Source: an optimization exercise on an open RTL-to-GDS flow (aim: small area, a short achievable clock period and few clock cycles per item). Production flows keep margins and buffers that such runs may drop.
The RTL was checked by simulation tests, not by an equivalence proof against the original design.
No activity file was given, so power comes from the tool's default toggle rates.

<file path="flow/run.sh">
#!/bin/bash
# synth_recipe.tcl (not shown) runs the flow's synth.tcl, then flattens the netlist and writes it again
# the make line also repeats each setting of config.mk as NAME=value (left out here)
make -C /OpenROAD-flow-scripts/flow DESIGN_CONFIG=/design/flow/config.mk WORK_HOME=/design/flow/orfs CLKGATE_MAP_FILE= SYNTH_SCRIPT=/design/flow/synth_recipe.tcl finish
</file>
<file path="flow/config.mk">
export PLATFORM = sky130hd
export DESIGN_NAME = bit_chunk_lane_splitter_unit
export DESIGN_NICKNAME = bit_chunk_lane_splitter_unit
export VERILOG_FILES = /design/flow/design.v
export SDC_FILE = /design/flow/constraint.sdc
export NUM_CORES = 4
export LEC_CHECK = 0
export CAP_MARGIN = 20
export CORE_MARGIN = 2
export CORE_UTILIZATION = 40
export SLEW_MARGIN = 20
</file>
<file path="flow/constraint.sdc">
create_clock -name core_clock -period 6.5 [get_ports {clock}]
set_input_delay 1.3000 -clock core_clock [delete_from_list [all_inputs] [get_ports {clock}]]
set_output_delay 1.3000 -clock core_clock [all_outputs]
set_load 0.01 [all_outputs]
</file>
<file path="flow/design.v">
package bcls_pkg;
   localparam int MAX_LANES      = 16;
   localparam int MAX_CHUNK_BITS = 32;
   localparam int CSR_IDX_W      = 2;
   localparam int CSR_DATA_W     = 16;
   localparam int BUF_W          = MAX_CHUNK_BITS + 7;    
   localparam int ACC_W          = MAX_CHUNK_BITS + 7;    
   localparam logic [CSR_IDX_W-1:0] REG_CHUNK_WIDTH = 2'd0;
   localparam logic [CSR_IDX_W-1:0] REG_LANE_COUNT  = 2'd1;
   localparam logic [CSR_IDX_W-1:0] REG_LANE_ENABLE = 2'd2;
endpackage
import bcls_pkg::*;
module bit_chunk_lane_splitter_unit
(
   input  logic                  clock,
   input  logic                  reset,
   input  logic                  req_valid,
   output logic                  req_ready,
   input  logic                  req_action,
   input  logic [7:0]            req_data_byte,
   output logic                  rsp_valid,
   input  logic                  rsp_ready,
   output logic [3:0]            rsp_lane,
   output logic [7:0]            rsp_out_byte,
   output logic                  rsp_last,
   input  logic                  csr_we,
   input  logic [CSR_IDX_W-1:0]  csr_index,
   input  logic [CSR_DATA_W-1:0] csr_data
);
   logic [5:0]  cw_q;                  
   logic [4:0]  lc_q;                  
   logic [15:0] en_q;
   logic [BUF_W-1:0] buf_q;
   logic [5:0]       pl_q;
   logic [3:0]       idx_q;
   logic [5:0]       sk_q;              
   logic             fol_q;             
   logic             fsh_q;             
   logic [15:0][6:0] pd_q;
   logic [15:0][2:0] pc_q;
   logic [31:0] e_data_q;
   logic [2:0]  e_n_q;                 
   logic [3:0]  e_lane_q;
   logic        e_last_q;              
   logic        e_pend_q;              
   logic [15:0] nz, fsel_oh, frest;
   logic [3:0]  fsel;
   logic [3:0]  rd_addr;
   logic [2:0]  rd_pc;
   logic [6:0]  rd_pd, rd_raw;
   always_comb begin
      for (int i = 0; i < 16; i++) nz[i] = |pc_q[i];
      fsel_oh = nz & (~nz + 16'd1);
      frest   = nz & ~fsel_oh;
      fsel    = '0;
      for (int i = 15; i >= 0; i--) if (nz[i]) fsel = 4'(i);
   end
   assign rd_addr = fsh_q ? fsel : idx_q;
   assign rd_pc   = pc_q[rd_addr];
   assign rd_raw  = pd_q[rd_addr];
   always_comb begin
      for (int k = 0; k < 7; k++) rd_pd[k] = rd_raw[k] & (3'(k) < rd_pc);
   end
   logic             idx_lt_l, idx_end, few;
   logic [7:0]       in_byte;
   logic [BUF_W-1:0] in_buf, full;
   logic [5:0]       in_pl;
   logic [3:0]       in_n;
   logic [31:0]      chunk;
   logic [ACC_W-1:0] acc;
   logic [5:0]       tgt;
   logic [2:0]       nres;
   logic [6:0]       leftover;
   logic             lane_on, yields;
   logic [3:0]       rem_sh;
   logic [7:0]       rem;
   logic [5:0]       remn;
   assign idx_lt_l = {1'b0, idx_q} < lc_q;
   assign idx_end  = ({1'b0, idx_q} + 5'd1) >= lc_q;
   assign few    = fol_q && (pl_q <= 6'd8);
   assign in_byte = fol_q ? (few ? buf_q[7:0] : 8'd0) : req_data_byte;
   assign in_buf  = few ? '0 : buf_q;
   assign in_pl   = few ? 6'd0 : pl_q;
   assign in_n    = few ? pl_q[3:0] : 4'd8;
   assign full  = in_buf | (BUF_W'(in_byte) << in_pl);
   always_comb begin
      for (int k = 0; k < 32; k++) chunk[k] = full[k] & (6'(k) < cw_q);
   end
   assign acc     = ACC_W'(rd_pd) | (ACC_W'(chunk) << rd_pc);
   assign tgt     = 6'(rd_pc) + cw_q;
   assign nres    = tgt[5:3];
   always_comb begin
      case (nres)
         3'd0:    leftover = acc[6:0];
         3'd1:    leftover = acc[14:8];
         3'd2:    leftover = acc[22:16];
         3'd3:    leftover = acc[30:24];
         default: leftover = acc[38:32];
      endcase
   end
   assign lane_on = en_q[idx_q];
   assign yields  = lane_on && (nres != 3'd0);
   assign rem_sh  = 4'(cw_q - in_pl);
   assign rem     = in_byte >> rem_sh;
   assign remn    = in_pl + 6'(in_n) - cw_q;
   logic acc_chunk, acc_corner;
   logic fol_chunk, fol_skip, fol_exit;
   logic take, e_free, yield_next;
   logic do_acc, do_data, do_flush, chunk_step, chunk_final;
   logic res_now, res_last_now, resolve_last;
   logic load_chunk, load_flush;
   assign acc_chunk  = idx_lt_l && (pl_q < cw_q) && ((pl_q + 6'd8) >= cw_q);
   assign acc_corner = idx_lt_l && (pl_q >= cw_q);
   assign fol_chunk  = fol_q && (sk_q == 6'd0) && idx_lt_l && (pl_q >= cw_q);
   assign fol_skip   = fol_q && (sk_q != 6'd0);
   assign fol_exit   = fol_q && (sk_q == 6'd0) && !(idx_lt_l && (pl_q >= cw_q));
   assign take       = rsp_valid && rsp_ready;
   assign e_free     = (e_n_q == 3'd0) || ((e_n_q == 3'd1) && take);
   assign yield_next = acc_chunk && yields;
   assign req_ready  = fol_q ? 1'b0 : (fsh_q ? !req_valid : !(yield_next && !e_free));
   assign do_acc     = req_valid && req_ready && !fol_q && !fsh_q;
   assign do_data    = do_acc && !req_action;
   assign do_flush   = do_acc && req_action;
   assign chunk_step = (do_data && acc_chunk) || (fol_chunk && (!yields || e_free));
   assign chunk_final = idx_end || (!(fol_q && !few) && (remn < cw_q));
   assign res_now      = fol_exit || (fol_chunk && (yields || chunk_final));
   assign res_last_now = !(fol_chunk && yields);
   assign resolve_last = fol_exit || (fol_chunk && !yields && chunk_final);
   assign load_chunk = chunk_step && yields;
   assign load_flush = fsh_q && e_free && (nz != 16'd0);
   assign rsp_valid    = (e_n_q > 3'd1) || ((e_n_q == 3'd1) && (!e_pend_q || res_now));
   assign rsp_last     = (e_n_q == 3'd1) && (e_pend_q ? res_last_now : e_last_q);
   assign rsp_lane     = e_lane_q;
   assign rsp_out_byte = e_data_q[7:0];
   logic [5:0] wr_w;
   logic [4:0] wr_l;
   always_comb begin
      if (csr_data[5:0] == 6'd0)     wr_w = 6'd1;
      else if (csr_data[5:0] > 6'd32) wr_w = 6'd32;
      else                            wr_w = csr_data[5:0];
      if (csr_data[4:0] == 5'd0)     wr_l = 5'd1;
      else if (csr_data[4:0] > 5'd16) wr_l = 5'd16;
      else                            wr_l = csr_data[4:0];
   end
   always_ff @(posedge clock) begin
      if (reset) begin
         cw_q <= 6'd8;
         lc_q <= 5'd1;
         en_q <= 16'd1;
      end else if (csr_we) begin
         case (csr_index)
            REG_CHUNK_WIDTH: cw_q <= wr_w;
            REG_LANE_COUNT:  lc_q <= wr_l;
            REG_LANE_ENABLE: en_q <= csr_data;
            default: ;
         endcase
      end
   end
   always_ff @(posedge clock) begin
      if (reset) begin
         buf_q <= '0;
         pl_q  <= '0;
         idx_q <= '0;
         sk_q  <= '0;
         fol_q <= 1'b0;
         fsh_q <= 1'b0;
      end else begin
         if (do_flush) begin
            buf_q <= '0;
            pl_q  <= '0;
            idx_q <= '0;
            fsh_q <= (nz & en_q) != 16'd0;
         end else if (do_data && !idx_lt_l) begin
            buf_q <= '0;
            pl_q  <= '0;
            idx_q <= '0;
         end else if (do_data && !acc_chunk) begin
            buf_q <= full;
            pl_q  <= pl_q + 6'd8;
            fol_q <= acc_corner;
         end else if (fol_skip) begin
            if (sk_q >= 6'd8) begin
               buf_q <= buf_q >> 8;
               pl_q  <= pl_q - 6'd8;
               sk_q  <= sk_q - 6'd8;
            end else begin
               buf_q <= buf_q >> 1;
               pl_q  <= pl_q - 6'd1;
               sk_q  <= sk_q - 6'd1;
            end
         end else if (fol_exit) begin
            fol_q <= 1'b0;
            if (!idx_lt_l) begin
               buf_q <= '0;
               pl_q  <= '0;
               idx_q <= '0;
            end
         end else if (chunk_step) begin
            if (idx_end) begin
               buf_q <= '0;
               pl_q  <= '0;
               idx_q <= '0;
               fol_q <= 1'b0;
            end else begin
               idx_q <= idx_q + 4'd1;
               if (fol_q && !few) begin
                  sk_q <= cw_q;
               end else begin
                  buf_q <= BUF_W'(rem);
                  pl_q  <= remn;
                  fol_q <= remn >= cw_q;
               end
            end
         end
         if (load_flush && (frest == 16'd0)) fsh_q <= 1'b0;
         if (fsh_q && (nz == 16'd0)) fsh_q <= 1'b0;
      end
   end
   always_ff @(posedge clock) begin
      if (reset) begin
         pc_q <= '0;
      end else begin
         for (int i = 0; i < 16; i++) begin
            if (do_flush && !en_q[i]) pc_q[i] <= 3'd0;
            if (load_flush && fsel_oh[i]) pc_q[i] <= 3'd0;
            if (chunk_step && lane_on && (idx_q == 4'(i))) pc_q[i] <= tgt[2:0];
         end
      end
   end
   always_ff @(posedge clock) begin
      for (int i = 0; i < 16; i++) begin
         if (chunk_step && lane_on && (idx_q == 4'(i))) pd_q[i] <= leftover;
      end
   end
   always_ff @(posedge clock) begin
      if (reset) begin
         e_n_q    <= 3'd0;
         e_pend_q <= 1'b0;
      end else if (load_chunk) begin
         e_n_q    <= nres;
         e_pend_q <= !chunk_final;
      end else if (load_flush) begin
         e_n_q    <= 3'd1;
         e_pend_q <= 1'b0;
      end else begin
         if (take) e_n_q <= e_n_q - 3'd1;
         if (e_pend_q && resolve_last) e_pend_q <= 1'b0;
      end
   end
   always_ff @(posedge clock) begin
      if (load_chunk) begin
         e_data_q <= acc[31:0];
         e_lane_q <= idx_q;
         e_last_q <= 1'b1;
      end else if (load_flush) begin
         e_data_q <= {25'd0, rd_pd};
         e_lane_q <= fsel;
         e_last_q <= frest == 16'd0;
      end else begin
         if (take) e_data_q <= e_data_q >> 8;
         if (e_pend_q && resolve_last) e_last_q <= 1'b1;
      end
   end
endmodule
</file>
==> results of run 1 <==
[kinds of logic (layout without fill, tap and decap cells)]
family	count (synthesis)	after routing	synth area share
compound gates	567	567	0.222
xor+xnor	21	21	0.0101
fa+ha+maj	60	60	0.0424
buf+inv	226	318	0.0499
flops	285	285	0.393
mux	176	176	0.101
simple gates	707	707	0.181
[stage by stage]
stage	cell area (um^2)	hold slack (ps)
floorplan	18300	448
global placement	19800	465
detailed placement	19800	480
CTS	21100	487
global route	21400	524
finish	21400	490
[placed cells by master (no fill, tap or decap), types with 9 or more instances in the layout]
master / count
a211o_1: 12
a211oi_1: 26
a21o_1: 21
a21oi_1: 115
a221oi_1: 22
a222oi_1: 14
a22o_1: 70
a22oi_1: 30
a311oi_1: 13
a31oi_1: 11
and2_1: 13
and3_1: 39
buf_4: 138
clkbuf_16: 37
clkdlybuf4s50_1: 42
dfxtp_1: 135
edfxtp_1: 148
ha_1: 53
inv_1: 59
mux2_2: 20
mux2i_1: 149
nand2_1: 214
nand2b_1: 9
nand3_1: 53
nor2_1: 198
nor3_1: 62
nor3_2: 10
nor3b_1: 11
nor4_1: 11
o211ai_1: 19
o21a_1: 10
o21ai_0: 61
o21bai_1: 10
o22ai_1: 33
o31ai_1: 14
or3_1: 20
or3_4: 11
xnor2_1: 13
[metal layers]
layer	part of all wire	routed length [um]	up-vias
li1	-	-	7805
met1	0.42	27000	8308
met2	0.46	30000	812
met3	0.074	4790	164
met4	0.042	2730	2
met5	0.00012	8	-
[timing repair]
item	CTS	global route
setup buffers	9	15
pin swaps	14	26
gates resized for setup	31	34
setup endpoints to repair	3	3
gates cloned	0	0
[worst max-delay path by stage]
stage | from | to | slack, ps | cells past startpoint
finish | pc_q[20]$_SDFFE_PP0P_ | rsp_valid | 100 | 22
floorplan | pc_q[20]$_SDFFE_PP0P_ | e_data_q[16]$_DFFE_PP_ | 10 | 28
global placement | pc_q[2]$_SDFFE_PP0P_ | rsp_valid | 130 | 19
global route | pc_q[29]$_SDFFE_PP0P_ | rsp_valid | -80 | 21
CTS | pc_q[35]$_SDFFE_PP0P_ | rsp_valid | -40 | 20
detailed placement | pc_q[20]$_SDFFE_PP0P_ | rsp_valid | 80 | 19
[sequential cells by signal, summed over array words and instances, names as in the netlist, 4 cells and up]
register / cells
pd_q: 112
pc_q: 48
buf_q: 39
e_data_q: 32
en_q: 16
cw_q: 6
pl_q: 6
sk_q: 6
lc_q: 5
e_lane_q: 4
idx_q: 4
[worst reg2reg max path, cell delays in order, from the launching register on]
cell,delay (ps)
dfxtp_1,350
or3_4,440
o211ai_1,280
a311o_1,250
nand3_1,100
buf_6,170
mux2i_1,160
a211o_1,300
a2111oi_4,440
ha_2,300
fa_2,230
a21oi_2,70
or3_4,340
o211ai_1,120
nand2_1,130
buf_4,160
o2111ai_1,90
a311oi_2,80
buf_4,160
o41a_1,430
or2_2,320
buf_4,230
nor3_1,220
nor4_1,80
buf_4,180
a22o_1,230
[where the power goes]
part / internal, mW / switching, mW
Sequential: 2.12 / 0.0858
Clock: 1.14 / 0.797
Combinational: 0.707 / 1.26
Total: 3.97 / 2.14
[area by class of cell]
cell class / instances / area (um^2) / share of cell area
clock buffer: 44 / 962 / 0.0450
timing repair buffer: 190 / 1560 / 0.0729
clock inverter: 19 / 171 / 0.00802
tap: 600 / 751 / 0.0351
sequential: 285 / 7190 / 0.337
multi-input combinational: 1531 / 10500 / 0.491
inverter: 65 / 244 / 0.0114
==> impl_results.md, run 1 <==
* Antenna Diode Count at 0
* Cts bufs inserted at 35
* Status: no timing/DRC/antenna violations
* CP Cell Sequence: or3_4 > buf_6 > nor4_4 > buf_4 > o211ai_1 > buf_4 > a221o_1 > a31o_2 > a22oi_2 > inv_2 > ha_1 > nand3_2 > buf_4 > and4_1 > o211ai_1 > nand2_1 > buf_4 > o2111ai_1 > a311oi_2 > o21ai_1 > o21a_1 > clkbuf_2
* Worst path arrival time at 5100 ps
* Commonest register cell after synthesis: edfxtp_1
* Least-Margin Pin Slew at 1100 ps
* GR Util met1 at 0.353
* Global Route met2 Usage at 0.440
* Most frequent cells after synthesis: nand2_1 (215), nor2_1 (202), mux2i_1 (150)
* IO Pins at 47
* GP Congestion at 1.02
* Slowest CP cell: or3_4
* Fillers at 4341
* Pre-CTS setup slack at 78.1 ps
* Peak Freq at 156 MHz
* Area growth syn-to-layout at 16.9%
* Number of global-route vias before repair at 16568
* Pre-Repair DR Iteration Count at 6
* Number of enable flip-flop cells after synthesis at 148
* Final Cycle Share at 0.984
* Hold Startpoint: pc_q[1]$_SDFFE_PP0P_
* Max cap viols at 0
* CTS root buffer: clkbuf_16
* VDD IR max at 0.172 mV
* Pwr Density at 286 mW/mm^2
* Final setup viols at 0
* Met3 usage at 0.0399
* Syn_nets at 2132
* Non-filler instance count after layout at 2734
* Final WL at 64600 um
* Hold WC Path Type: flop to flop
* Worst EP required at 5200 ps
* Post-layout util at 0.472
* Post-route ant nets at 0
* Most Frequent Cell on Critical Path: buf_4
* Initial core utilization at 0.404
* Sequential cell area fraction in the yosys report at 0.393
* Max clock buf depth at 3
* Chip height at 218 um
* Detailed-route via count at 17091
* Most numerous cell in the Yosys netlist: nand2_1
* Worst-path clk slew at 60 ps
* Final Hold Fails at 0
* Reg-to-Reg Start: pc_q[44]$_SDFFE_PP0P_
* Synth top area share at 0.243
* WS Path Type: flop to output port
* WP buf/inv at 7
* DP Cell Count at 2645
* Clock Latency Late Sink at 560 ps
* Residual DRC count at 0
* Initial DRC count at 2003
* H-tree depth at 2
* Synth area leader: edfxtp_1
* Worst R2R Path Depth at 25
* Die width at 218 um
* Setup Skew at 31.8 ps
* CTS Hold Buffers Added at 0
* CP delay by family, top: compound AO/OA/AOI/OAI gates
* First-pass GRT wire length at 98600 um
* Global route total overflow at 0
* Leak Pwr at 7.76 nW
* Post-DP HPWL at 47100 um
* Largest net degree at the start of global routing at 51
* Final nets at 2198
* Cells after Synth at 2042
* Post-layout min period at 6400 ps
* Crit path launch type: flop
* Slowest Stage Delay on Critical Path at 410 ps
* Wire per inst at 23.6 um
* Setup WS post-layout at 104 ps
* Layout cells sized above 1 at 0.146
* Tot Pwr at 6.11 mW
* Total Routing Usage GR at 0.268
* Clock sink count at 285
* Top Usage Layer GRT: met2
* Average size of a mapped cell at 8.96 um^2
* Max-slew violations at 0
* Synthesis Warnings at 1
* TritonCTS clock tree: yes
* Hold Path Depth at 2
* Rows at 78
* Antenna violations before repair at 1
* Setup tns final at 0 ps
* Post-synth ARST share at 0
* Synth Cell Area at 0.0183 mm^2
* Core ar. at 0.0453 mm^2
* Hold Path Sink: pc_q[1]$_SDFFE_PP0P_
* Yosys cell types at 88
* Synth area leaders: edfxtp_1 (24%), dfxtp_1 (15%), mux2i_1 (8.2%)
* Post-synthesis register bit count at 285
* R2r endpoint: pc_q[35]$_SDFFE_PP0P_
* Port buffer count at 46
* RSZ-0062 raised after global routing: true
* Reg2reg setup slack at 530 ps
* Detail-routed via count per cell at 6.25
* Crit path capture type: output port
* CP max FO at 7
* Die Area at 0.0474 mm^2
* Slew headroom at 0.259
Testbench counts, summed over its fixed seeds: cycles 5,731, items 4,211.
==> run 2: changes to the inputs <==
--- a/flow/design.v
+++ b/flow/design.v
@@ -44,19 +44,17 @@
    logic        e_last_q;              
    logic        e_pend_q;              
-   logic [15:0] nz, fsel_oh, frest;
-   logic [3:0]  fsel;
-   logic [3:0]  rd_addr;
+   logic [15:0] nz, idx_oh, fcand;
+   logic [3:0]  fnext;
    logic [2:0]  rd_pc;
    logic [6:0]  rd_pd, rd_raw;
    always_comb begin
       for (int i = 0; i < 16; i++) nz[i] = |pc_q[i];
-      fsel_oh = nz & (~nz + 16'd1);
-      frest   = nz & ~fsel_oh;
-      fsel    = '0;
-      for (int i = 15; i >= 0; i--) if (nz[i]) fsel = 4'(i);
-   end
-   assign rd_addr = fsh_q ? fsel : idx_q;
-   assign rd_pc   = pc_q[rd_addr];
-   assign rd_raw  = pd_q[rd_addr];
+      for (int i = 0; i < 16; i++) idx_oh[i] = idx_q == 4'(i);
+      fcand = fsh_q ? (nz & ~idx_oh) : (nz & en_q);
+      fnext = '0;
+      for (int i = 15; i >= 0; i--) if (fcand[i]) fnext = 4'(i);
+   end
+   assign rd_pc  = pc_q[idx_q];
+   assign rd_raw = pd_q[idx_q];
    always_comb begin
       for (int k = 0; k < 7; k++) rd_pd[k] = rd_raw[k] & (3'(k) < rd_pc);
@@ -118,5 +116,7 @@
    assign e_free     = (e_n_q == 3'd0) || ((e_n_q == 3'd1) && take);
    assign yield_next = acc_chunk && yields;
-   assign req_ready  = fol_q ? 1'b0 : (fsh_q ? !req_valid : !(yield_next && !e_free));
+   assign req_ready  = fol_q ? 1'b0 :
+                       (fsh_q ? !req_valid :
+                        !(yield_next && (e_n_q[2:1] != 2'd0 || (e_n_q[0] && !rsp_ready))));
    assign do_acc     = req_valid && req_ready && !fol_q && !fsh_q;
    assign do_data    = do_acc && !req_action;
@@ -128,5 +128,5 @@
    assign resolve_last = fol_exit || (fol_chunk && !yields && chunk_final);
    assign load_chunk = chunk_step && yields;
-   assign load_flush = fsh_q && e_free && (nz != 16'd0);
+   assign load_flush = fsh_q && e_free;
    assign rsp_valid    = (e_n_q > 3'd1) || ((e_n_q == 3'd1) && (!e_pend_q || res_now));
    assign rsp_last     = (e_n_q == 3'd1) && (e_pend_q ? res_last_now : e_last_q);
@@ -169,6 +169,9 @@
             buf_q <= '0;
             pl_q  <= '0;
-            idx_q <= '0;
-            fsh_q <= (nz & en_q) != 16'd0;
+            idx_q <= fnext;
+            fsh_q <= fcand != 16'd0;
+         end else if (load_flush) begin
+            idx_q <= fnext;
+            fsh_q <= fcand != 16'd0;
          end else if (do_data && !idx_lt_l) begin
             buf_q <= '0;
@@ -180,13 +183,7 @@
             fol_q <= acc_corner;
          end else if (fol_skip) begin
-            if (sk_q >= 6'd8) begin
-               buf_q <= buf_q >> 8;
-               pl_q  <= pl_q - 6'd8;
-               sk_q  <= sk_q - 6'd8;
-            end else begin
-               buf_q <= buf_q >> 1;
-               pl_q  <= pl_q - 6'd1;
-               sk_q  <= sk_q - 6'd1;
-            end
+            buf_q <= buf_q >> 1;
+            pl_q  <= pl_q - 6'd1;
+            sk_q  <= sk_q - 6'd1;
          end else if (fol_exit) begin
             fol_q <= 1'b0;
@@ -213,6 +210,4 @@
             end
          end
-         if (load_flush && (frest == 16'd0)) fsh_q <= 1'b0;
-         if (fsh_q && (nz == 16'd0)) fsh_q <= 1'b0;
       end
    end
@@ -223,5 +218,5 @@
          for (int i = 0; i < 16; i++) begin
             if (do_flush && !en_q[i]) pc_q[i] <= 3'd0;
-            if (load_flush && fsel_oh[i]) pc_q[i] <= 3'd0;
+            if (load_flush && idx_oh[i]) pc_q[i] <= 3'd0;
             if (chunk_step && lane_on && (idx_q == 4'(i))) pc_q[i] <= tgt[2:0];
          end
@@ -255,6 +250,6 @@
       end else if (load_flush) begin
          e_data_q <= {25'd0, rd_pd};
-         e_lane_q <= fsel;
-         e_last_q <= frest == 16'd0;
+         e_lane_q <= idx_q;
+         e_last_q <= fcand == 16'd0;
       end else begin
          if (take) e_data_q <= e_data_q >> 8;
--- a/flow/config.mk
+++ b/flow/config.mk
@@ -6,4 +6,5 @@
 export NUM_CORES = 4
 export LEC_CHECK = 0
+export ABC_AREA = 1
 export CAP_MARGIN = 20
 export CORE_MARGIN = 2
==> run 2 against run 1 <==
Against the previous run:
- global-route usage fell by 1.5 points
- critical path type unchanged
- still clean
- clock power rose by 3%
- total power rose by 76%
- non-clock buffer count fell by 106
- area after synthesis rose by 0.47%
- register-to-register slack improved by 310 ps
- fmax rose by 3.6%
- synthesized cell count rose by 26%
- hold slack got worse by 9.9 ps
- core utilization fell by 2.2 points
- setup slack improved by 220 ps
- clock-buffer cell count rose by 8
==> impl_results.md, run 2 <==
* Simple-gate share of the synthesized area at 0.322
* VDD IR max at 0.285 mV
* Area of the multi-input gates at 0.00964 mm^2
* Final WL at 60600 um
* GP Congestion at 0.949
* Worst path arrival time at 4880 ps
* WS Path Type: flop to output port
* Post-layout min period at 6180 ps
* Number of enable flip-flop cells after synthesis at 148
* RSZ-0062 raised after global routing: false
* Wire per inst at 19.0 um
* Average size of a mapped cell at 7.12 um^2
* Final nets at 2648
* Final setup viols at 0
* Global route total overflow at 0
* CP max FO at 51
* Post-synth ARST share at 0
* Syn_nets at 2666
* Die width at 218 um
* H-tree depth at 2
* Pre-CTS setup slack at 504 ps
* Non-filler instance count after layout at 3188
* Peak Freq at 162 MHz
* Most frequent cells after synthesis: nand2_1 (599), nand3_1 (334), nor2_1 (304)
* Fillers at 4652
* Least-Margin Pin Slew at 1050 ps
* Slowest CP cell: clkdlybuf4s50_1
* Slew headroom at 0.297
* Pwr Density at 526 mW/mm^2
* Max cap viols at 0
* Leak Pwr at 8.49 nW
* Max-slew violations at 0
* Crit path capture type: output port
* CTS root buffer: clkbuf_16
* Most frequent cells in the layout: nand2_1 (599), nand3_1 (334), nor2_1 (304)
* DP Cell Count at 3123
* Synth top area share at 0.242
* Synth Cell Area at 0.0184 mm^2
* IO Pins at 47
* Final Cycle Share at 0.950
* Crit path launch type: flop
* CP Cell Sequence: buf_4 > o21ai_0 > o22ai_1 > nand2_1 > nand4_1 > buf_6 > clkinv_1 > fa_1 > o22ai_4 > xor2_2 > nand3_2 > nand2_1 > inv_2 > a21oi_4 > o21a_1 > clkdlybuf4s50_1
* Complex-gate fraction of the synthesized area at 0.153
* Adder-Cell Fraction of Synth Area at 0.0391
* Largest net degree at the start of global routing at 65
* Worst-path clk slew at 60 ps
* Synth area leader: edfxtp_1
* Most common cell after layout, fill and taps aside: nand2_1
* Die Area at 0.0477 mm^2
* Core ar. at 0.0454 mm^2
* Initial core utilization at 0.405
* Residual DRC count at 0
* Synth area leaders: edfxtp_1 (24%), dfxtp_1 (15%), nand2_1 (12%)
* Max FFs per register at 112
* Synthesis Warnings at 1
* Most Frequent Cell on Critical Path: nand2_1
* Status: no timing/DRC/antenna violations
* Sequential cell area fraction in the yosys report at 0.391
* Setup WS post-layout at 324 ps
* Post-synthesis register bit count at 285
* Post_cts resized at 0
* Setup Skew at 36.6 ps
* TritonCTS clock tree: yes
* Total Routing Usage GR at 0.253
* Setup Fix Bufs, Post-CTS at 0
* Pre-Repair DR Iteration Count at 6
* Rows at 78
* Cells after Synth at 2579
* Setup tns final at 0 ps
* Mux cell area share after synthesis at 0.000545
* Commonest register cell after synthesis: edfxtp_1
* Post-route ant nets at 0
* Slowest Stage Delay on Critical Path at 560 ps
* Cts bufs inserted at 35
* Antenna violations before repair at 1
* Initial DRC count at 1940
* Detail-routed via count per cell at 5.65
* Number of global-route vias before repair at 16587
* Biggest register: pd_q
* Layout cells sized above 1 at 0.0595
* Worst EP required at 5200 ps
* Clock Latency Late Sink at 560 ps
* Final Hold Fails at 0
* CTS Hold Buffers Added at 0
* Clock sink count at 285
* Area growth syn-to-layout at 11.1%
* Largest family of logic cells by synthesized area: simple AND/OR/NAND/NOR gates
* Max clock buf depth at 3
* Post-Synth XOR/XNOR Area at 0.00994
* Largest regs: pd_q: 112 flops, pc_q: 48 flops, buf_q: 39 flops
* Chip height at 218 um
* Hold WC Path Type: flop to flop
* Port buffer count at 46
* Reg2reg setup slack at 840 ps
* Detailed-route via count at 18023
* Sequential cell area at 0.00719 mm^2
* Most numerous cell in the Yosys netlist: nand2_1
* Post-DP HPWL at 44000 um
* Yosys cell types at 60
* First-pass GRT wire length at 93800 um
==> run 2: changes by cell type in the layout (fill, tap and decap cells not counted), sizes merged, moves of 55 or more <==
| cell | change |
|---|---|
| nand2 | +398 |
| nand3 | +284 |
| inv | +167 |
| o21ai | +164 |
| mux2i | -149 |
| nor2 | +117 |
| buf | -105 |
| nor3 | -56 |
| a22o | -55 |
==> run 2: final cells by class <==
class,instances,share of cell area
Multi-Input combinational cell,1917,0.472
Sequential cell,285,0.352
Clock buffer,52,0.0510
Inverter,238,0.0440
Timing Repair Buffer,84,0.0373
Tap cell,600,0.0368
Clock inverter,11,0.00668
Antenna cell,1,0.000123
==> run 2: kinds of logic after synthesis <==
group,count (synthesis)
and+or+nand+nor,1344
AOI/OAI and AO/OA,497
muxes,1
DFF,285
adders and majority gates,55
buffers and inverters,377
xor gates and xnor gates,20
==> run 2: worst max-delay path: cells and delay by family (launching register included) <==
kind,cells,cell delay [ps]
DFF,1,530
adders and majority gates,1,480
xor gates and xnor gates,1,260
AOI/OAI and AO/OA,5,880
buffers and inverters,5,1580
and+or+nand+nor,4,550
==> run 2: power by group <==
group	internal [mW]	switching, mW	total, mW	leakage, nW
clock network	1.20	0.803	2.00	0.572
logic	1.63	4.36	6.00	5.42
registers	2.55	0.186	2.74	2.49
==> run 2: path summary, 6_finish.rpt <==
kind,startpoint,endpoint,cells after the start
max,idx_q[0]$_SDFFE_PP0P_,req_ready,16
min,buf_q[34]$_SDFFE_PP0P_,buf_q[34]$_SDFFE_PP0P_,2
max reg2reg,idx_q[0]$_SDFFE_PP0P_,buf_q[34]$_SDFFE_PP0P_,23
min reg2reg,buf_q[34]$_SDFFE_PP0P_,buf_q[34]$_SDFFE_PP0P_,2
==> run 2: metal layers <==
layer  GRT usage  part of all wire
met1       0.370              0.47
met2       0.367              0.42
met3      0.0532             0.087
met4      0.0834             0.029
met5           0                 0
==> run 2: metrics by stage <==
stage	cell area [um^2]	power (mW)	utilization	hold slack, ps
floorplan	18400	6.87	-	450
global placement	19200	8.60	0.423	465
detailed placement	19200	8.65	0.423	472
CTS	20400	10.7	0.449	485
global route	20400	11.5	0.450	508
finish	20400	10.7	0.450	480
Testbench counts of run 2, summed over its fixed seeds: cycles 5,731, items 4,211.
==> run 3: changes to the inputs <==
--- a/flow/config.mk
+++ b/flow/config.mk
@@ -6,5 +6,4 @@
 export NUM_CORES = 4
 export LEC_CHECK = 0
-export ABC_AREA = 1
 export CAP_MARGIN = 20
 export CORE_MARGIN = 2
==> run 3 against run 2 <==
Against the previous run:
- cell area decreased by 1.1%
- clock power fell by 11%
- wire length up 4.2%
- still clean on timing, DRC and antenna
- first-iteration DRC count decreased by 7.1%
- setup slack worse by 14 ps
- die area is 1.7% lower
- flip-flop and latch count is the same
- synthesized cell count decreased by 25%
==> impl_results.md, run 3 <==
* CP max FO at 6
* Detailed-route via count at 16612
* Pwr Density at 351 mW/mm^2
* Switch Pwr at 2.84 mW
* Internal Pwr Total at 4.24 mW
* Worst path arrival time at 4890 ps
* Cts bufs inserted at 31
* Synth Cell Area at 0.0180 mm^2
* GP Congestion at 0.984
* Post-route ant nets at 0
* Worst EP required at 5200 ps
* VDD IR max at 0.229 mV
* Final WL at 63200 um
* Synth top area share at 0.246
* Detail-routed via count per cell at 6.51
* Slew headroom at 0.268
* WS Path Type: flop to output port
* Number of global-route vias before repair at 15959
* Yosys cell types at 90
* IO Pins at 47
* Clock share of power at 0.252
* Hold Path Sink: buf_q[38]$_SDFFE_PP0P_
* Layout cells sized above 1 at 0.119
* Post-layout min period at 6190 ps
* Synthesis Warnings at 1
* Hold Startpoint: buf_q[38]$_SDFFE_PP0P_
* Max cap viols at 0
* Pre-CTS setup slack at 612 ps
* Syn_nets at 2026
* Residual DRC count at 0
* Final nets at 2023
* Final setup viols at 0
* Most frequent cells after synthesis: nand2_1 (191), nor2_1 (174), edfxtp_1 (148)
* CP delay by family, top: compound AO/OA/AOI/OAI gates
* Antenna violations before repair at 0
* Clock sink count at 285
* Commonest register cell after synthesis: edfxtp_1
* Tot Pwr at 7.08 mW
* DP Cell Count at 2490
* Clock Latency Late Sink at 610 ps
* Max FFs per register at 112
* Most numerous cell in the Yosys netlist: nand2_1
* Rows at 77
* Setup Skew at 24.7 ps
* Final Cycle Share at 0.952
* Average size of a mapped cell at 9.31 um^2
* Wire per inst at 24.7 um
* Final Hold Fails at 0
* Non-filler instance count after layout at 2553
* Post-synthesis register bit count at 285
* Synth area leader: edfxtp_1
* R2r endpoint: pl_q[2]$_SDFFE_PP0P_
* Total Routing Usage GR at 0.265
* Synth area leaders: edfxtp_1 (25%), dfxtp_1 (15%), mux4_2 (6.6%)
* Antenna Diode Count at 0
* Logic pwr share at 0.415
* Flop pwr share at 0.333
* Status: no timing/DRC/antenna violations
* Sw frac at 0.401
* Fillers at 4266
* Slowest Stage Delay on Critical Path at 550 ps
* Biggest register: pd_q
* Least-Margin Pin Slew at 1090 ps
* Area growth syn-to-layout at 11.9%
* Core ar. at 0.0444 mm^2
* Setup tns final at 0 ps
* Crit path capture type: output port
* Number of enable flip-flop cells after synthesis at 148
* Slowest CP cell: clkdlybuf4s50_1
* Largest net degree at the start of global routing at 61
* Most frequent cells in the layout: nand2_1 (191), nor2_1 (172), edfxtp_1 (148)
* Hold WC Path Type: flop to flop
* Setup WS post-layout at 311 ps
* Worst R2R Path Depth at 22
* Cells after Synth at 1939
* Peak Freq at 162 MHz
* Most common cell after layout, fill and taps aside: nand2_1
* Initial core utilization at 0.406
* Chip height at 216 um
* Largest regs: pd_q: 112 flops, pc_q: 48 flops, buf_q: 39 flops
* First-pass GRT wire length at 97000 um
* Leak Pwr at 7.10 nW
* Pre-Repair DR Iteration Count at 8
* Max-slew violations at 0
* CTS root buffer: clkbuf_16
* Global route total overflow at 0
* WP buf/inv at 3
* Post-DP HPWL at 44300 um
* Max clock buf depth at 3
* Reg2reg setup slack at 1220 ps
* CP Cell Sequence: inv_2 > ha_2 > nand2b_4 > a211oi_4 > nand2_1 > ha_1 > nor3_1 > fa_2 > a21o_1 > a21oi_2 > xnor2_1 > ha_1 > a21o_1 > a21oi_1 > o211ai_1 > buf_4 > nand2_1 > o22a_2 > clkdlybuf4s50_1
* Die width at 216 um
* Die Area at 0.0468 mm^2
* TritonCTS clock tree: yes
* H-tree depth at 1
* Crit path launch type: flop
* Worst-path clk slew at 60 ps
* Post-synth ARST share at 0
* Port buffer count at 46
* Initial DRC count at 1803
* Reg-to-Reg Start: pl_q[0]$_SDFFE_PP0P_
* Sequential cell area fraction in the yosys report at 0.398
* Hold Path Depth at 2
## run 3: how the worst max path moves through the flow
stage,startpoint,to,slack (ps),cells past startpoint
3_3_place_gp,pl_q[0]$_SDFFE_PP0P_,rsp_valid,740,18
3_5_place_dp,pl_q[0]$_SDFFE_PP0P_,rsp_valid,610,18
2_1_floorplan,pl_q[0]$_SDFFE_PP0P_,rsp_valid,350,21
5_1_grt,pl_q[0]$_SDFFE_PP0P_,rsp_valid,-3,19
4_1_cts,pl_q[0]$_SDFFE_PP0P_,rsp_valid,5,18
6_report,pl_q[0]$_SDFFE_PP0P_,rsp_valid,310,19
## run 3: through the flow
| step | utilization | hold slack (ps) | area [um^2] |
|---|---|---|---|
| 2_1_floorplan | - | 432 | 18000 |
| 3_5_place_dp | 0.431 | 466 | 19100 |
| 6_report | 0.455 | 476 | 20200 |
| 3_3_place_gp | 0.431 | 461 | 19100 |
| 4_1_cts | 0.454 | 476 | 20100 |
| 5_1_grt | 0.455 | 503 | 20200 |
## run 3: kinds of logic after synthesis
| family | synth area share |
|---|---|
| AND/OR/NAND/NOR | 0.162 |
| multiplexers | 0.0947 |
| adder cells (fa/ha/maj) | 0.0398 |
| flip-flops | 0.398 |
| XOR/XNOR | 0.0107 |
| buffers and inverters | 0.0458 |
| AO/OA/AOI/OAI | 0.249 |
## run 3: what timing repair did
item	in CTS	in global routing
pin swaps	2	3
hold buffers	0	0
resized for setup	0	7
buffers inserted	1	2
endpoints found under the setup margin	1	1
endpoints found under the hold margin	0	0
## run 3: metal layers
layer / vias to the layer above / part of all wire / GRT usage
met5: - / 0 / 0
li1: 7479 / - / -
met2: 900 / 0.46 / 0.425
met1: 8035 / 0.42 / 0.361
met4: 0 / 0.048 / 0.109
met3: 198 / 0.078 / 0.0365
## run 3: cell type report
type / instances / area (um^2) / area share
timing repair buffer: 115 / 973 / 0.0482
multi-input combinational: 1455 / 10100 / 0.501
clock inverter: 13 / 133 / 0.00657
clock buffer: 45 / 870 / 0.0430
sequential: 285 / 7190 / 0.356
inverter: 48 / 180 / 0.00892
tap: 592 / 741 / 0.0367
## run 3: worst min-delay path, delay by kind of cell (launching register included)
kind           cells  cell delay (ps)
flip-flops         1              300
AO/OA/AOI/OAI      2              120
## run 3: power by group through the flow
stage	clock, mW	sequential, mW	combinational (mW)
after floorplan	0	2.30	2.03
after global placement	0	2.39	2.82
after detailed placement	0	2.39	2.85
after CTS	1.81	2.36	2.86
after global routing	1.88	2.38	3.18
final	1.78	2.36	2.94
==> run 4: changes to the inputs <==
--- a/flow/design.v
+++ b/flow/design.v
@@ -37,6 +37,5 @@
    logic             fol_q;             
    logic             fsh_q;             
-   logic [15:0][6:0] pd_q;
-   logic [15:0][2:0] pc_q;
+   logic [15:0][7:0] pm_q;
    logic [31:0] e_data_q;
    logic [2:0]  e_n_q;                 
@@ -47,7 +46,10 @@
    logic [3:0]  fnext;
    logic [2:0]  rd_pc;
-   logic [6:0]  rd_pd, rd_raw;
-   always_comb begin
-      for (int i = 0; i < 16; i++) nz[i] = |pc_q[i];
+   logic [6:0]  rd_pd;
+   logic [7:0]  rd_m;
+   for (genvar i = 0; i < 16; i++) begin : g_nz
+      assign nz[i] = pm_q[i][7:1] != 7'd0;
+   end
+   always_comb begin
       for (int i = 0; i < 16; i++) idx_oh[i] = idx_q == 4'(i);
       fcand = fsh_q ? (nz & ~idx_oh) : (nz & en_q);
@@ -55,14 +57,13 @@
       for (int i = 15; i >= 0; i--) if (fcand[i]) fnext = 4'(i);
    end
-   assign rd_pc  = pc_q[idx_q];
-   assign rd_raw = pd_q[idx_q];
-   always_comb begin
-      for (int k = 0; k < 7; k++) rd_pd[k] = rd_raw[k] & (3'(k) < rd_pc);
+   assign rd_m = pm_q[idx_q];
+   always_comb begin
+      rd_pc = '0;
+      for (int k = 1; k < 8; k++) if (rd_m[k]) rd_pc = 3'(k);
+      for (int k = 0; k < 7; k++) rd_pd[k] = rd_m[k] && ((rd_m >> (k + 1)) != 8'd0);
    end
    logic             idx_lt_l, idx_end, few;
    logic [7:0]       in_byte;
-   logic [BUF_W-1:0] in_buf, full;
-   logic [5:0]       in_pl;
-   logic [3:0]       in_n;
+   logic [BUF_W-1:0] full;
    logic [31:0]      chunk;
    logic [ACC_W-1:0] acc;
@@ -77,9 +78,6 @@
    assign idx_end  = ({1'b0, idx_q} + 5'd1) >= lc_q;
    assign few    = fol_q && (pl_q <= 6'd8);
-   assign in_byte = fol_q ? (few ? buf_q[7:0] : 8'd0) : req_data_byte;
-   assign in_buf  = few ? '0 : buf_q;
-   assign in_pl   = few ? 6'd0 : pl_q;
-   assign in_n    = few ? pl_q[3:0] : 4'd8;
-   assign full  = in_buf | (BUF_W'(in_byte) << in_pl);
+   assign in_byte = fol_q ? 8'd0 : req_data_byte;
+   assign full    = buf_q | (BUF_W'(in_byte) << pl_q);
    always_comb begin
       for (int k = 0; k < 32; k++) chunk[k] = full[k] & (6'(k) < cw_q);
@@ -99,7 +97,7 @@
    assign lane_on = en_q[idx_q];
    assign yields  = lane_on && (nres != 3'd0);
-   assign rem_sh  = 4'(cw_q - in_pl);
-   assign rem     = in_byte >> rem_sh;
-   assign remn    = in_pl + 6'(in_n) - cw_q;
+   assign rem_sh  = fol_q ? cw_q[3:0] : 4'(cw_q - pl_q);
+   assign rem     = (fol_q ? buf_q[7:0] : req_data_byte) >> rem_sh;
+   assign remn    = fol_q ? (pl_q - cw_q) : (pl_q + 6'd8 - cw_q);
    logic acc_chunk, acc_corner;
    logic fol_chunk, fol_skip, fol_exit;
@@ -122,5 +120,5 @@
    assign do_data    = do_acc && !req_action;
    assign do_flush   = do_acc && req_action;
-   assign chunk_step = (do_data && acc_chunk) || (fol_chunk && (!yields || e_free));
+   assign chunk_step = !reset && ((do_data && acc_chunk) || (fol_chunk && (!yields || e_free)));
    assign chunk_final = idx_end || (!(fol_q && !few) && (remn < cw_q));
    assign res_now      = fol_exit || (fol_chunk && (yields || chunk_final));
@@ -212,18 +210,16 @@
       end
    end
-   always_ff @(posedge clock) begin
-      if (reset) begin
-         pc_q <= '0;
-      end else begin
-         for (int i = 0; i < 16; i++) begin
-            if (do_flush && !en_q[i]) pc_q[i] <= 3'd0;
-            if (load_flush && idx_oh[i]) pc_q[i] <= 3'd0;
-            if (chunk_step && lane_on && (idx_q == 4'(i))) pc_q[i] <= tgt[2:0];
-         end
-      end
-   end
-   always_ff @(posedge clock) begin
+   logic [7:0]  pm_wd;
+   logic [15:0] pm_we;
+   assign pm_wd = chunk_step ? ({1'b0, leftover} | (8'd1 << tgt[2:0])) : 8'd1;
+   always_comb begin
       for (int i = 0; i < 16; i++) begin
-         if (chunk_step && lane_on && (idx_q == 4'(i))) pd_q[i] <= leftover;
+         pm_we[i] = reset || (do_flush && !en_q[i]) || (load_flush && idx_oh[i])
+                    || (chunk_step && lane_on && idx_oh[i]);
+      end
+   end
+   always_ff @(posedge clock) begin
+      for (int i = 0; i < 16; i++) begin
+         if (pm_we[i]) pm_q[i] <= pm_wd;
       end
    end
--- a/flow/config.mk
+++ b/flow/config.mk
@@ -9,3 +9,4 @@
 export CORE_MARGIN = 2
 export CORE_UTILIZATION = 40
+export SETUP_SLACK_MARGIN = 1.5
 export SLEW_MARGIN = 20
==> run 4 against run 3 <==
Against the previous run:
- core utilization grew 8.2 points
- cell area grew 11%
- non-clock buffer count up 113
- sequential share of layout area shrank 5.6 points
- combinational power is 120% higher
- total power up 52%
- synthesized cell count is 8.3% lower
- hold slack better by 11 ps
- clock-buffer cell count decreased by 10
- register-to-register slack lost 380 ps
- critical path type unchanged
- highest routed layer unchanged
==> impl_results.md, run 4 <==
* Crit path capture type: output port
* Post-DP HPWL at 42500 um
* Antenna violations before repair at 0
* Worst path arrival time at 4560 ps
* Max cap viols at 0
* Die Area at 0.0436 mm^2
* Status: no timing/DRC/antenna violations
* Post-layout min period at 5860 ps
* Final WL at 65700 um
* Cells after Synth at 1779
* Average size of a mapped cell at 9.44 um^2
* Max-slew violations at 0
* Layout cells sized above 1 at 0.280
* Most frequent cells in the layout: edfxtp_1 (164), nand2_1 (147), a21oi_1 (134)
* Most common cell after layout, fill and taps aside: edfxtp_1
* Design area at 0.0224 mm^2
* Final Cycle Share at 0.902
* Total Routing Usage GR at 0.274
* Hold Path Sink: lc_q[4]$_SDFFE_PP0P_
* VDD IR max at 0.276 mV
* Setup tns final at 0 ps
* Sequential cell area fraction in the yosys report at 0.399
* Synth top area share at 0.293
* Pre-Repair DR Iteration Count at 6
* Syn_nets at 1856
* First-pass GRT wire length at 93000 um
* Post-route ant nets at 0
* Slew headroom at 0.163
* WHS at 487 ps
* Initial core utilization at 0.403
* Synth Cell Area at 0.0168 mm^2
* Reg2reg setup slack at 840 ps
* RSZ-0062 raised after global routing: true
* Clock Latency Late Sink at 600 ps
* R2r endpoint: pm_q[26]$_DFFE_PP_
* CP Cell Sequence: buf_8 > buf_4 > mux4_2 > a22o_4 > a221oi_4 > and2_4 > nand2_8 > ha_4 > a21o_1 > a21oi_4 > buf_4 > nor2_2 > mux2i_2 > o21a_2 > buf_6 > a311oi_4 > buf_2
* Max FFs per register at 128
* Pwr Density at 482 mW/mm^2
* Peak Freq at 171 MHz
* Number of enable flip-flop cells after synthesis at 164
* Slowest CP cell: mux4_2
* Post-synth ARST share at 0
* Cts bufs inserted at 29
* Final setup viols at 0
* Worst R2R Path Depth at 26
* Post-synthesis register bit count at 253
* Worst-path clk slew at 60 ps
* Setup Skew at 28.8 ps
* Final Hold Fails at 0
* Hold Startpoint: lc_q[4]$_SDFFE_PP0P_
* Detail-routed via count per cell at 6.68
* H-tree depth at 1
* Antenna Diode Count at 0
* Leak Pwr at 7.83 nW
* Largest net degree at the start of global routing at 53
* Synthesis Warnings at 1
* Least-Margin Pin Slew at 1250 ps
* Hold WC Path Type: flop to flop
* Yosys cell types at 85
* GP Congestion at 0.958
* Residual DRC count at 0
* CP max FO at 11
* Hold Path Depth at 2
* CTS root buffer: clkbuf_16
* TritonCTS clock tree: yes
* Reg-to-Reg Start: idx_q[0]$_SDFFE_PP0P_
* Synth area leaders: edfxtp_1 (29%), dfxtp_1 (11%), mux4_2 (6.3%)
* Area growth syn-to-layout at 33.2%
* Port buffer count at 46
* Wire per inst at 26.6 um
* Core ar. at 0.0417 mm^2
* Clock sink count at 253
* Most frequent cells after synthesis: a21oi_1 (169), edfxtp_1 (164), nand2_1 (154)
* Max clock buf depth at 3
* Post-layout util at 0.537
* Rows at 75
* Largest regs: pm_q: 128 flops, buf_q: 39 flops, e_data_q: 32 flops
* Final nets at 1988
* Die width at 209 um
* Biggest register: pm_q
* Detailed-route via count at 16509
* Chip height at 209 um
* Most numerous cell in the Yosys netlist: a21oi_1
* Most Frequent Cell on Critical Path: buf_4
* IO Pins at 47
* Placed inst area at 0.0182 mm^2
* Commonest register cell after synthesis: edfxtp_1
* Global route total overflow at 0
* Crit path launch type: flop
* Slowest Stage Delay on Critical Path at 500 ps
* WS Path Type: flop to output port
* Synth area leader: edfxtp_1
* Worst EP required at 5200 ps
* Initial DRC count at 2328
* Number of global-route vias before repair at 15026
run 4: cell types whose count changed in the layout (fill, tap and decap cells not counted), moves of 34 or more:
cell,before,now
dfxtp_1,134,87
nor2_1,172,112
nand2_1,191,147
a22o_1,56,9
a211oi_2,0,34
buf_6,0,45
run 4: critical path, delay by kind of cell, from the launching register on:
family	cells	cell delay, ps
compound gates	6	1320
buf+inv	5	710
mux	2	640
simple gates	3	610
flops	1	420
fa+ha+maj	1	280
run 4: what timing repair did:
| action | in CTS | in global routing |
|---|---|---|
| setup endpoints to repair | 388 | 388 |
| gates resized for setup | 101 | 270 |
| pin swaps | 51 | 86 |
| buffers inserted | 49 | 53 |
| hold buffers | 0 | 0 |
| cloned | 9 | 20 |
run 4: cells by family (layout without fill, tap and decap cells):
logic type | after synthesis | in the layout | synth area share
AO/OA/AOI/OAI | 610 | 611 | 0.240
AND/OR/NAND/NOR | 532 | 538 | 0.153
flip-flops | 253 | 253 | 0.399
buffers and inverters | 185 | 331 | 0.0458
multiplexers | 132 | 132 | 0.115
adder cells (fa/ha/maj) | 45 | 45 | 0.0349
XOR/XNOR | 22 | 22 | 0.0115
run 4: area by class of cell:
| cell class | instances | area (um^2) |
|---|---|---|
| well taps | 539 | 674 |
| fillers | 3621 | 19300 |
| flip-flops and latches | 253 | 6710 |
| clock buffers | 35 | 778 |
| inverters | 51 | 206 |
| multi-input cells | 1348 | 11100 |
| clock inverters | 17 | 243 |
| repair buffers | 228 | 2670 |
run 4: routing by layer:
metal | up-vias | part of all wire | GRT usage
li1 | 7188 | - | -
met1 | 8085 | 0.41 | 0.381
met2 | 1039 | 0.46 | 0.436
met3 | 197 | 0.092 | 0.0337
met4 | 0 | 0.044 | 0.105
met5 | - | 0 | 0
run 4: worst max-delay path by stage:
stage | endpoint | cells after the start | startpoint | slack [ps]
after detailed placement | rsp_last | 13 | idx_q[0]$_SDFFE_PP0P_ | 360
after floorplan | rsp_valid | 17 | idx_q[0]$_SDFFE_PP0P_ | 1390
after global placement | rsp_last | 13 | idx_q[0]$_SDFFE_PP0P_ | 450
final | rsp_last | 17 | idx_q[0]$_SDFFE_PP0P_ | 640
after global routing | rsp_last | 16 | idx_q[0]$_SDFFE_PP0P_ | 540
after CTS | rsp_last | 16 | idx_q[0]$_SDFFE_PP0P_ | 670
run 4: per-stage QoR:
step	worst slack, ps	cells	total power, mW
2_1_floorplan	1390	1779	5.91
3_3_place_gp	452	2288	7.15
3_5_place_dp	362	2288	7.15
4_1_cts	666	2398	9.66
5_1_grt	543	2471	11.2
6_report	639	2471	10.8
run 4: power breakdown:
part	internal (mW)	switching (mW)	total, mW
registers	2.23	0.293	2.53
clock network	1.06	0.715	1.77
logic	2.60	3.88	6.49
total	5.89	4.89	10.8
Testbench counts of run 4, summed over its fixed seeds: cycles 5,731, items 4,211.
==> run 5: changes to the inputs <==
--- a/flow/config.mk
+++ b/flow/config.mk
@@ -9,4 +9,3 @@
 export CORE_MARGIN = 2
 export CORE_UTILIZATION = 40
-export SETUP_SLACK_MARGIN = 1.5
 export SLEW_MARGIN = 20
==> run 5 against run 4 <==
Against the previous run:
- cell area is 15% lower
- core utilization fell by 7.8 points
- die area unchanged
- register-to-register slack worse by 230 ps
- critical path type unchanged
==> impl_results.md, run 5 <==
* Yosys cell types at 85
* TritonCTS clock tree: yes
* Syn_nets at 1856
* Post-synthesis register bit count at 253
* Max clock buf depth at 3
* Crit path launch type: flop
* H-tree depth at 1
* Pre-CTS setup slack at 260 ps
* Synth area leader: edfxtp_1
* WS Path Type: flop to output port
* Cts bufs inserted at 29
* Final setup viols at 0
* Post-DP HPWL at 41400 um
* CTS Hold Buffers Added at 0
* Simple-gate share of the synthesized area at 0.153
* Fillers at 4035
* Status: no timing/DRC/antenna violations
* Final nets at 1884
* Detail-routed via count per cell at 6.44
* Commonest register cell after synthesis: edfxtp_1
* Slew headroom at 0.286
* RSZ-0062 raised after global routing: false
* Area growth syn-to-layout at 13.8%
* Peak Freq at 160 MHz
* Initial DRC count at 1551
* Setup tns final at 0 ps
* Hold WC Path Type: flop to flop
* Post-synth ARST share at 0
* Worst path arrival time at 4950 ps
* Layout cells sized above 1 at 0.126
* Leak Pwr at 6.71 nW
* Antenna Diode Count at 0
* Chip height at 209 um
* Final Hold Fails at 0
* Synthesis Warnings at 1
* Antenna violations before repair at 0
* Switch Pwr at 3.98 mW
* IO Pins at 47
* Worst EP required at 5200 ps
* Complex-gate fraction of the synthesized area at 0.240
* Port buffer count at 46
* Sw frac at 0.447
* Least-Margin Pin Slew at 1060 ps
* VDD IR max at 0.388 mV
* Post-layout util at 0.459
* Die width at 209 um
* Tot Pwr at 8.91 mW
* Global route total overflow at 0
* Residual DRC count at 0
* CTS root buffer: clkbuf_16
* Average size of a mapped cell at 9.44 um^2
* Post-Synth XOR/XNOR Area at 0.0115
* Largest regs: pm_q: 128 flops, buf_q: 39 flops, e_data_q: 32 flops
* Initial core utilization at 0.403
* Synth top area share at 0.293
* Core ar. at 0.0417 mm^2
* Total Routing Usage GR at 0.253
* Pre-Repair DR Iteration Count at 5
* Largest net degree at the start of global routing at 53
* Setup WS post-layout at 246 ps
* Internal Pwr Total at 4.93 mW
* First-pass GRT wire length at 86700 um
* Final WL at 57000 um
* Wire per inst at 24.1 um
* Clock Latency Late Sink at 590 ps
* Post-route ant nets at 0
* Placed inst area at 0.0180 mm^2
* Rows at 75
* Largest family of logic cells by synthesized area: compound AO/OA/AOI/OAI gates
* Clock share of power at 0.185
* Worst-path clk slew at 60 ps
* Number of enable flip-flop cells after synthesis at 164
* Final Cycle Share at 0.962
* Max FFs per register at 128
* Pwr Density at 466 mW/mm^2
* Die Area at 0.0436 mm^2
* Post-layout min period at 6250 ps
* Biggest register: pm_q
* Synth Cell Area at 0.0168 mm^2
* Flop pwr share at 0.279
* Max cap viols at 0
* Setup Skew at 21.5 ps
* Cells after Synth at 1779
* Number of global-route vias before repair at 14425
* Sequential cell area fraction in the yosys report at 0.399
* Logic pwr share at 0.536
* Most frequent cells after synthesis: a21oi_1 (169), edfxtp_1 (164), nand2_1 (154)
* Clock sink count at 253
* Max-slew violations at 0
* Detailed-route via count at 15260
* Mux cell area share after synthesis at 0.115
* Design area at 0.0191 mm^2
* Crit path capture type: output port
* Most frequent cells in the layout: a21oi_1 (167), edfxtp_1 (164), nand2_1 (154)
* Adder-Cell Fraction of Synth Area at 0.0349
* GP Congestion at 0.954
* Most numerous cell in the Yosys netlist: a21oi_1
* CP max FO at 14
* Most common cell after layout, fill and taps aside: a21oi_1
* Synth area leaders: edfxtp_1 (29%), dfxtp_1 (11%), mux4_2 (6.3%)
==> run 5: cell counts after synthesis <==
Identical to the previous run, type by type.
==> run 5: power by group through the flow <==
stage	sequential, mW	combinational [mW]	clock (mW)
5_1_grt	2.52	5.09	1.74
4_1_cts	2.47	4.61	1.68
2_1_floorplan	2.39	3.24	0
3_3_place_gp	2.50	4.55	0
6_report	2.49	4.78	1.65
3_5_place_dp	2.50	4.58	0
==> run 5: what timing repair did <==
| action | in CTS | in global routing |
|---|---|---|
| resized for setup | 9 | 11 |
| setup buffers | 0 | 5 |
| setup endpoints to repair | 3 | 3 |
| cloned | 0 | 1 |
==> run 5: worst paths after layout <==
check | from | endpoint | slack, ps | cells past startpoint
setup / recovery | idx_q[0]$_SDFFE_PP0P_ | req_ready | 250 | 14
hold / removal | buf_q[38]$_SDFFE_PP0P_ | buf_q[38]$_SDFFE_PP0P_ | 480 | 2
setup reg to reg | idx_q[0]$_SDFFE_PP0P_ | pm_q[62]$_DFFE_PP_ | 610 | 19
hold reg to reg | buf_q[38]$_SDFFE_PP0P_ | buf_q[38]$_SDFFE_PP0P_ | 480 | 2
==> run 5: kinds of logic (layout without fill, tap and decap cells) <==
| group | Yosys count | after routing |
|---|---|---|
| mux | 132 | 132 |
| flops | 253 | 253 |
| simple gates | 532 | 532 |
| fa+ha+maj | 45 | 45 |
| buf+inv | 185 | 235 |
| xor+xnor | 22 | 22 |
| compound gates | 610 | 610 |
==> run 5: final cells by class <==
class / instances / area (um^2) / area share
clock buffers: 46 / 881 / 0.0461
flip-flops and latches: 253 / 6710 / 0.351
clock inverters: 7 / 82.6 / 0.00432
repair buffers: 131 / 1150 / 0.0602
well taps: 539 / 674 / 0.0353
inverters: 51 / 191 / 0.0100
multi-input cells: 1341 / 9420 / 0.493
==> run 5: worst max-delay path, cell delays in order, from the launching register on <==
cell             delay (ps)
dfxtp_4                 390
buf_12                  170
mux4_2                  510
a22o_1                  290
a221oi_1                460
and4_1                  310
clkinv_1                110
ha_1                    370
a21oi_2                 110
nor2_1                  280
mux2i_1                 220
o21ai_2                 210
nor3_1                   90
a211oi_2                260
clkdlybuf4s50_1         590
==> run 5: through the flow <==
stage,hold WS [ps],instances
after floorplan,437,1779
after detailed placement,471,2309
final,478,2368
after CTS,484,2362
after global placement,457,2309
after global routing,523,2368
==> run 5: layer usage <==
layer / track usage / part of all wire / up-vias
met5: 0 / 0 / -
met2: 0.410 / 0.46 / 739
li1: - / - / 6959
met1: 0.345 / 0.42 / 7412
met3: 0.0335 / 0.075 / 150
met4: 0.101 / 0.039 / 0
==> run 6: changes to the inputs <==
--- a/flow/design.v
+++ b/flow/design.v
@@ -43,9 +43,11 @@
    logic        e_last_q;              
    logic        e_pend_q;              
+   logic [6:0]  cur_pd_q;
+   logic [2:0]  cur_pc_q;
    logic [15:0] nz, idx_oh, fcand;
-   logic [3:0]  fnext;
-   logic [2:0]  rd_pc;
-   logic [6:0]  rd_pd;
+   logic [3:0]  fnext, ra;
    logic [7:0]  rd_m;
+   logic [2:0]  rd_pc, z_pc;
+   logic [6:0]  rd_pd, z_pd;
    for (genvar i = 0; i < 16; i++) begin : g_nz
       assign nz[i] = pm_q[i][7:1] != 7'd0;
@@ -57,9 +59,16 @@
       for (int i = 15; i >= 0; i--) if (fcand[i]) fnext = 4'(i);
    end
-   assign rd_m = pm_q[idx_q];
+   assign rd_m = pm_q[ra];
    always_comb begin
       rd_pc = '0;
-      for (int k = 1; k < 8; k++) if (rd_m[k]) rd_pc = 3'(k);
-      for (int k = 0; k < 7; k++) rd_pd[k] = rd_m[k] && ((rd_m >> (k + 1)) != 8'd0);
+      z_pc  = '0;
+      for (int k = 1; k < 8; k++) begin
+         if (rd_m[k]) rd_pc = 3'(k);
+         if (pm_q[0][k]) z_pc = 3'(k);
+      end
+      for (int k = 0; k < 7; k++) begin
+         rd_pd[k] = rd_m[k] && ((rd_m >> (k + 1)) != 8'd0);
+         z_pd[k]  = pm_q[0][k] && ((pm_q[0] >> (k + 1)) != 8'd0);
+      end
    end
    logic             idx_lt_l, idx_end, few;
@@ -83,6 +92,6 @@
       for (int k = 0; k < 32; k++) chunk[k] = full[k] & (6'(k) < cw_q);
    end
-   assign acc     = ACC_W'(rd_pd) | (ACC_W'(chunk) << rd_pc);
-   assign tgt     = 6'(rd_pc) + cw_q;
+   assign acc     = ACC_W'(cur_pd_q) | (ACC_W'(chunk) << cur_pc_q);
+   assign tgt     = 6'(cur_pc_q) + cw_q;
    assign nres    = tgt[5:3];
    always_comb begin
@@ -104,5 +113,5 @@
    logic take, e_free, yield_next;
    logic do_acc, do_data, do_flush, chunk_step, chunk_final;
-   logic res_now, res_last_now, resolve_last;
+   logic res_nonlast, resolve_last;
    logic load_chunk, load_flush;
    assign acc_chunk  = idx_lt_l && (pl_q < cw_q) && ((pl_q + 6'd8) >= cw_q);
@@ -114,7 +123,5 @@
    assign e_free     = (e_n_q == 3'd0) || ((e_n_q == 3'd1) && take);
    assign yield_next = acc_chunk && yields;
-   assign req_ready  = fol_q ? 1'b0 :
-                       (fsh_q ? !req_valid :
-                        !(yield_next && (e_n_q[2:1] != 2'd0 || (e_n_q[0] && !rsp_ready))));
+   assign req_ready  = fol_q ? 1'b0 : (fsh_q ? !req_valid : !(yield_next && !e_free));
    assign do_acc     = req_valid && req_ready && !fol_q && !fsh_q;
    assign do_data    = do_acc && !req_action;
@@ -122,11 +129,29 @@
    assign chunk_step = !reset && ((do_data && acc_chunk) || (fol_chunk && (!yields || e_free)));
    assign chunk_final = idx_end || (!(fol_q && !few) && (remn < cw_q));
-   assign res_now      = fol_exit || (fol_chunk && (yields || chunk_final));
-   assign res_last_now = !(fol_chunk && yields);
-   assign resolve_last = fol_exit || (fol_chunk && !yields && chunk_final);
+   assign res_nonlast  = e_pend_q && fol_chunk && yields;
+   assign resolve_last = e_pend_q && (fol_exit || (fol_chunk && !yields && chunk_final));
    assign load_chunk = chunk_step && yields;
    assign load_flush = fsh_q && e_free;
-   assign rsp_valid    = (e_n_q > 3'd1) || ((e_n_q == 3'd1) && (!e_pend_q || res_now));
-   assign rsp_last     = (e_n_q == 3'd1) && (e_pend_q ? res_last_now : e_last_q);
+   assign ra         = (fsh_q || do_flush) ? fnext : idx_q + 4'd1;
+   always_ff @(posedge clock) begin
+      if (reset) begin
+         cur_pd_q <= '0;
+         cur_pc_q <= '0;
+      end else if (do_flush || load_flush) begin
+         cur_pd_q <= (fcand != 16'd0) ? rd_pd : 7'd0;
+         cur_pc_q <= (fcand != 16'd0) ? rd_pc : 3'd0;
+      end else if (chunk_step && !idx_end) begin
+         cur_pd_q <= rd_pd;
+         cur_pc_q <= rd_pc;
+      end else if (chunk_step && (idx_q == 4'd0) && lane_on) begin
+         cur_pd_q <= leftover;
+         cur_pc_q <= tgt[2:0];
+      end else if (chunk_step || ((do_data || fol_exit) && !idx_lt_l)) begin
+         cur_pd_q <= z_pd;
+         cur_pc_q <= z_pc;
+      end
+   end
+   assign rsp_valid    = (e_n_q > 3'd1) || ((e_n_q == 3'd1) && !e_pend_q);
+   assign rsp_last     = (e_n_q == 3'd1) && e_last_q;
    assign rsp_lane     = e_lane_q;
    assign rsp_out_byte = e_data_q[7:0];
@@ -236,5 +261,5 @@
       end else begin
          if (take) e_n_q <= e_n_q - 3'd1;
-         if (e_pend_q && resolve_last) e_pend_q <= 1'b0;
+         if (res_nonlast || resolve_last) e_pend_q <= 1'b0;
       end
    end
@@ -245,10 +270,10 @@
          e_last_q <= 1'b1;
       end else if (load_flush) begin
-         e_data_q <= {25'd0, rd_pd};
+         e_data_q <= {25'd0, cur_pd_q};
          e_lane_q <= idx_q;
          e_last_q <= fcand == 16'd0;
       end else begin
          if (take) e_data_q <= e_data_q >> 8;
-         if (e_pend_q && resolve_last) e_last_q <= 1'b1;
+         if (res_nonlast) e_last_q <= 1'b0;
       end
    end
--- a/flow/config.mk
+++ b/flow/config.mk
@@ -8,4 +8,4 @@
 export CAP_MARGIN = 20
 export CORE_MARGIN = 2
-export CORE_UTILIZATION = 40
+export CORE_UTILIZATION = 65
 export SLEW_MARGIN = 20
==> run 6 against run 5 <==
Against the previous run:
- first-iteration DRC count increased by 18%
- area after synthesis is 3.9% higher
- clock skew up 20 ps
- critical endpoint is now cur_pd_q[0]$_SDFFE_PP0P_
- largest cell class unchanged
- die area is 35% lower
- hold slack got worse by 13 ps
- core utilization up 27 points
- critical path type is now flop to flop
==> impl_results.md, run 6 <==
* Worst path arrival time at 6480 ps
* H-tree depth at 1
* Synth area leaders: edfxtp_1 (28%), dfxtp_1 (11%), mux2i_1 (5.0%)
* WS Path Type: flop to flop
* Crit path launch type: flop
* Clock sink count at 263
* Max-slew violations at 0
* Max clock buf depth at 3
* Switch Pwr at 3.31 mW
* RSZ-0062 raised after global routing: false
* Synth Cell Area at 0.0174 mm^2
* Worst R2R Path Depth at 15
* Total Routing Usage GR at 0.392
* Max FFs per register at 128
* Largest regs: pm_q: 128 flops, buf_q: 39 flops, e_data_q: 32 flops
* Clock share of power at 0.220
* IO Pins at 47
* Residual DRC count at 0
* Worst-path clk slew at 70 ps
* DP Cell Count at 2208
* Number of global-route vias before repair at 15294
* Status: no timing/DRC/antenna violations
* Largest net degree at the start of global routing at 75
* CP max FO at 29
* Wire per inst at 24.8 um
* Initial DRC count at 1832
* VDD IR max at 0.519 mV
* Design area at 0.0191 mm^2
* Final WL at 56100 um
* Synth top area share at 0.282
* Post-synth ARST share at 0
* Post_cts resized at 0
* Core ar. at 0.0262 mm^2
* Most common cell after layout, fill and taps aside: nand2_1
* Biggest register: pm_q
* Hold Path Depth at 2
* Post-layout util at 0.729
* Reg2reg setup slack at 470 ps
* Logic pwr share at 0.460
* Final Cycle Share at 0.928
* Flop pwr share at 0.320
* First-pass GRT wire length at 86700 um
* Antenna violations before repair at 0
* Sw frac at 0.420
* Placed inst area at 0.0181 mm^2
* Rows at 59
* Antenna Diode Count at 0
* Setup tns final at 0 ps
* Post-DP HPWL at 40300 um
[run 6: cell count changes after synthesis, moves of 14 or more]
cell      before  now
nor2_1       122  172
clkbuf_1      88  107
mux2i_1       64   88
mux4_2        47   17
o22a_1         3   17
a21oi_1      169  150
buf_2         21    7
inv_1         44   62
mux2_2        19   43
nand2_1      154  187
[run 6: worst max path at each step]
| stage | slack, ps | cells past startpoint | endpoint |
|---|---|---|---|
| after floorplan | 1640 | 18 | cur_pd_q[0]$_SDFFE_PP0P_ |
| after detailed placement | 600 | 15 | cur_pd_q[0]$_SDFFE_PP0P_ |
| after CTS | 610 | 15 | cur_pd_q[0]$_SDFFE_PP0P_ |
| final | 470 | 15 | cur_pd_q[0]$_SDFFE_PP0P_ |
| after global placement | 900 | 15 | cur_pd_q[0]$_SDFFE_PP0P_ |
| after global routing | 80 | 15 | cur_pd_q[0]$_SDFFE_PP0P_ |
[run 6: power groups by stage]
stage               Combinational, mW  Clock (mW)  Sequential [mW]
global route                     3.90        1.81             2.56
finish                           3.62        1.74             2.52
CTS                              3.54        1.75             2.51
detailed placement               3.52           0             2.54
floorplan                        2.62           0             2.42
global placement                 3.45           0             2.53
[run 6: kinds of logic (layout without fill, tap and decap cells)]
| logic type | count (synthesis) | count (layout) | synth area share |
|---|---|---|---|
| buf+inv | 205 | 210 | 0.0478 |
| simple gates | 656 | 656 | 0.186 |
| compound gates | 578 | 578 | 0.224 |
| mux | 152 | 152 | 0.103 |
| xor+xnor | 20 | 20 | 0.0100 |
| flops | 263 | 263 | 0.396 |
| fa+ha+maj | 45 | 45 | 0.0336 |
[run 6: through the flow]
step           worst slack (ps)  hold WS, ps  power (mW)
2_1_floorplan              1640          430        5.04
3_3_place_gp                896          446        5.98
5_1_grt                    75.2          504        8.26
3_5_place_dp                598          456        6.06
6_report                    467          464        7.89
4_1_cts                     605          467        7.80
[run 6: area by class of cell]
type                    count  area share
clock buffers              29      0.0369
well taps                 335      0.0219
inverters                  67      0.0132
repair buffers             92      0.0419
clock inverters            22      0.0154
multi-input cells        1451       0.509
flip-flops and latches    263       0.361
[run 6: critical path: stages (launching register included)]
cell and delay (ps):
dfxtp_1 680, clkinv_1 480, ha_1 510, inv_1 150
o21a_1 210, o21ai_0 360, and4b_1 370, a21oi_4 120
o22ai_4 820, buf_4 400, mux2_4 330, a22o_1 210
nor4b_4 370, nand4_2 210, or4b_1 550, o2bb2ai_1 140
[run 6: layer usage]
layer  track usage  wire length [um]
met1         0.485             21000
met2         0.661             26700
met3        0.0527              4590
met4         0.228              3810
met5             0                 0
Testbench counts of run 6, summed over its fixed seeds: cycles 5,996, items 4,211.

Setup slack of run 6, layout unchanged: 0.467 ns with ideal ports, 0.467 ns with driving cells assumed (clock clkbuf_16, inputs buf_2), 0.467 ns with port delays also shifted by the 0.627 ns mid clock arrival.
